From an optimization exercise on the open Yosys and OpenROAD flow, aimed at small area, a short achievable clock period and few clock cycles per item; shortcuts taken in it are not production practice.
RTL that was checked went through simulation tests only; none was proved equivalent to the original.

## job 7616
==> flow/design.v (excerpt) <==
module led_pattern_generator_unit (
    input  logic        clk,
    input  logic        rst_n,
    input  logic        cfg_we,
    input  logic [2:0]  cfg_index,
    input  logic [15:0] cfg_data,
    input  logic        in_valid,
    output logic        in_ready,
    input  logic [31:0] now_ms,
    output logic        out_valid,
    input  logic        out_ready,
    output logic [9:0]  pwm_level,
    output logic [6:0]  brightness_pct
);
Size: about 3,400 cells after synthesis.
clock: 9.0 ns
lec_check: 0
abc_clock_period_in_ps: 4000
cap_margin: 20
core_margin: 2
core_utilization: 40
setup_slack_margin: 5
slew_margin: 20
run.sh (not shown) runs the stock make flow with config.mk's settings and CLKGATE_MAP_FILE= SYNTH_SCRIPT=/design/flow/synth_recipe.tcl, a recipe that flattens the netlist after the stock synthesis.
Changes in job 239 relative to job 7616:
Settings: ABC_CLOCK_PERIOD_IN_PS no longer set, was 4000; SETUP_SLACK_MARGIN no longer set, was 5.
--- outcome ---
- Between job 7616 and job 239, the flow reports average detailed-routed wire length per instance decreasing by a few percent.
- The worst setup slack number comes out higher for job 7616 vs job 239.
- Job 239 ends up with lower amount of wire on met3 after detailed routing than job 7616 does.
- The run with more routed wire is job 7616, not job 239.
- From job 239 to job 7616, total grt overflow did not move at all.
- On worst-case headroom to the max-slew limit, job 239 does better than job 7616.
- Clock skew in job 239 is 0.0056 ns above job 7616.
Setup changes, job 239 to job 3014
Settings: ABC_AREA now 1, previously not set.
## What came out
The run with more setup slack is job 3014; job 239 has less.
The first-pass GRT wire length of job 3014 exceeds that of job 239 by 3.4%.
The lower total via count in the routed design came out of job 239.
Data arrival time of the worst path: job 3014 and job 239 compared, lower one is job 3014
Setup slack at placement: lower on job 239
Against job 239, total routed wirelength in job 3014 rose by a few percent.
No functional check of the RTL was part of any run of this note.

---

job 3308:
led_pattern_generator_unit, a different RTL version from the one above (not shown whole).
Size: about 3600 cells after synthesis, about 430 flip-flops, roughly 75 I/O pins, ~0.030 mm² of cells after synthesis.
// led_pattern_generator_unit
module led_pattern_generator_unit (
    input  logic        clk,
    input  logic        rst_n,
    input  logic        cfg_we,
    input  logic [2:0]  cfg_index,
    input  logic [15:0] cfg_data,
    input  logic        in_valid,
    output logic        in_ready,
    input  logic [31:0] now_ms,
    output logic        out_valid,
    input  logic        out_ready,
    output logic [9:0]  pwm_level,
    output logic [6:0]  brightness_pct
);
make LEC_CHECK=0 ABC_AREA=1 CAP_MARGIN=20 CORE_MARGIN=2 CORE_UTILIZATION=40 SETUP_SLACK_MARGIN=5 SLEW_MARGIN=20 finish   # period 9.0 ns
The inputs of job 5205 differ from those of job 3308 as listed below.
Settings: SETUP_SLACK_MARGIN removed (was 5).
[summary]
Job 5205 completed end to end with timing, DRC and antenna clean. Side by side, share of final-layout standard cells stronger than drive strength 1 turned out lower in job 5205 than in job 3308. In the metrics for job 3308 and job 5205, the one carrying the lower non-clock buffer area fraction after layout is job 5205. NOTE: worst-case setup margin in the final layout in job 5205 falls short of that of job 3308. Between job 3308 and job 5205, the synthesis-to-finish area growth is higher for job 3308. Fraction of standard cell area that is sequential was higher in job 5205 than in job 3308. Comparing job 3308 and job 5205, global-route wire length before repair is lower on job 5205. Diff job 3308 and job 5205: met3 layer wire length in the routed design higher in job 3308.
Function was not checked in any run of this note: the RTL went through the layout flow alone.

---

led_pattern_generator_unit, a different RTL version from the one above (not shown whole).
Size in the first run: roughly 3300 cells after synthesis, about 75 I/O pins, ~0.029 sq mm of cells after synthesis.
==> flow/config.mk <==
export PLATFORM = sky130hd
export DESIGN_NAME = led_pattern_generator_unit
export DESIGN_NICKNAME = led_pattern_generator_unit
export VERILOG_FILES = /design/flow/design.v
export SDC_FILE = /design/flow/constraint.sdc
export NUM_CORES = 4
export LEC_CHECK = 0
export ABC_AREA = 1
export CAP_MARGIN = 20
export CORE_MARGIN = 2
export CORE_UTILIZATION = 55
export CTS_CLUSTER_DIAMETER = 100
export CTS_CLUSTER_SIZE = 25
export SETUP_SLACK_MARGIN = 5
export SLEW_MARGIN = 20
export TNS_END_PERCENT = 10
==> flow/constraint.sdc <==
create_clock -name core_clock -period 9.0 [get_ports {clk}]
set_input_delay 1.8000 -clock core_clock [delete_from_list [all_inputs] [get_ports {clk}]]
set_output_delay 1.8000 -clock core_clock [all_outputs]
set_load 0.01 [all_outputs]
standard.sh (not shown) runs the stock make flow with config.mk's settings and CLKGATE_MAP_FILE= SYNTH_SCRIPT=/design/flow/synth_recipe.tcl, a recipe that flattens the netlist after the stock synthesis.
==> flow/flow/run.sh <==
#!/bin/bash
set -euo pipefail
bash standard.sh SETUP_SLACK_MARGIN=6 finish > standard_flow.log 2>&1
Testbench counts at the start, summed over its fixed seeds: cycles 8,930, items 8,000.
Edit:
==> flow/flow/run.sh (replaced) <==
#!/bin/bash
set -euo pipefail
bash standard.sh SETUP_SLACK_MARGIN=5.5 finish > standard_flow.log 2>&1
Outcome: Via count is lower by 2.9%. Global-route usage is lower by 0.26 points. Die area is unchanged. Register-to-register slack is worse by 100 ps. Cell count is lower by 2.5%. Routed wire length is lower by 4.9%. Setup slack is worse by 100 ps.
Edit:
Settings changed: CTS_CLUSTER_DIAMETER 100 to not set, CTS_CLUSTER_SIZE 25 to not set, TNS_END_PERCENT 10 to not set.
The new run finished clean.
First-iteration DRC count goes up slightly.
Synthesized area is unchanged.
Global-route usage grows by 0.91 points.
Edit:
==> flow/run.sh (new file) <==
#!/bin/bash
# synth_recipe.tcl (not shown) runs the flow's synth.tcl, then flattens the netlist and writes it again
# the make line also repeats each setting of config.mk as NAME=value (left out here)
make -C /OpenROAD-flow-scripts/flow DESIGN_CONFIG=/design/flow/config.mk WORK_HOME=/design/flow/orfs CLKGATE_MAP_FILE= SYNTH_SCRIPT=/design/flow/synth_recipe.tcl finish
removed: flow/flow/run.sh
removed: flow/standard.sh
After rerunning:
- The changed run completed and failed the layout checks on capacitance limit, slew limit
- cell count shrinks by 2.1%
- cell area shrinks by 4.3%
- via count shrinks by 2.6%
- sequential cell count stays the same
- routed wire length shrinks by 4.5%
- fmax shrinks by 5.6%
- core utilization shrinks by 2.8 points
- setup slack got worse by 220 ps

[port drivers added, routing unchanged]
The flow's constraints put no driver on any port. The routed layouts listed below were extracted and timed again, unchanged, in two steps.
Step 1 (the two cells are an assumption about what drives the block):
set clk [get_ports {clk}]
set_driving_cell -lib_cell sky130_fd_sc_hd__clkbuf_16 $clk
set_driving_cell -lib_cell sky130_fd_sc_hd__buf_2 [delete_from_list [all_inputs] $clk]
Step 2 adds t to the input delays and takes it off the output delays; t is the mean of the earliest and latest rising clock arrival at the registers after step 1. Input paths then give back, and output paths get back, about the clock's delay inside the block.
a / b / c = no drivers / after step 1 / after step 2; a / b = the first two.
run	shift t [ns]	setup slack, ns	worst setup path after step 2	worst data-port slew with drivers (ns)	cell pins on the clock port's net
job 7616	0.655	3.529 / 3.529 / 3.529	register to register	0.07	1
job 239	0.652	2.003 / 2.003 / 2.003	register to register	0.07	1
job 3014	0.661	2.823 / 2.823 / 2.823	register to register	0.06	1
job 3308	0.680	3.755 / 3.755 / 3.755	register to register	0.04	1
job 5205	0.663	1.933 / 1.933 / 1.933	register to register	0.04	1
the first run of note 3	0.647	5.366 / 5.366 / 5.089	input to register	0.06	1
the second run of note 3	0.641	5.263 / 5.263 / 5.072	input to register	0.05	1
the third run of note 3	0.667	5.313 / 5.313 / 5.076	input to register	0.05	1
the fourth run of note 3	0.664	5.095 / 5.034 / 5.061	input to register	0.05	1
For the first run of note 3, which loses most, drivers alone change the setup slack by 0.000 ns; drivers and shift together by -0.277 ns.
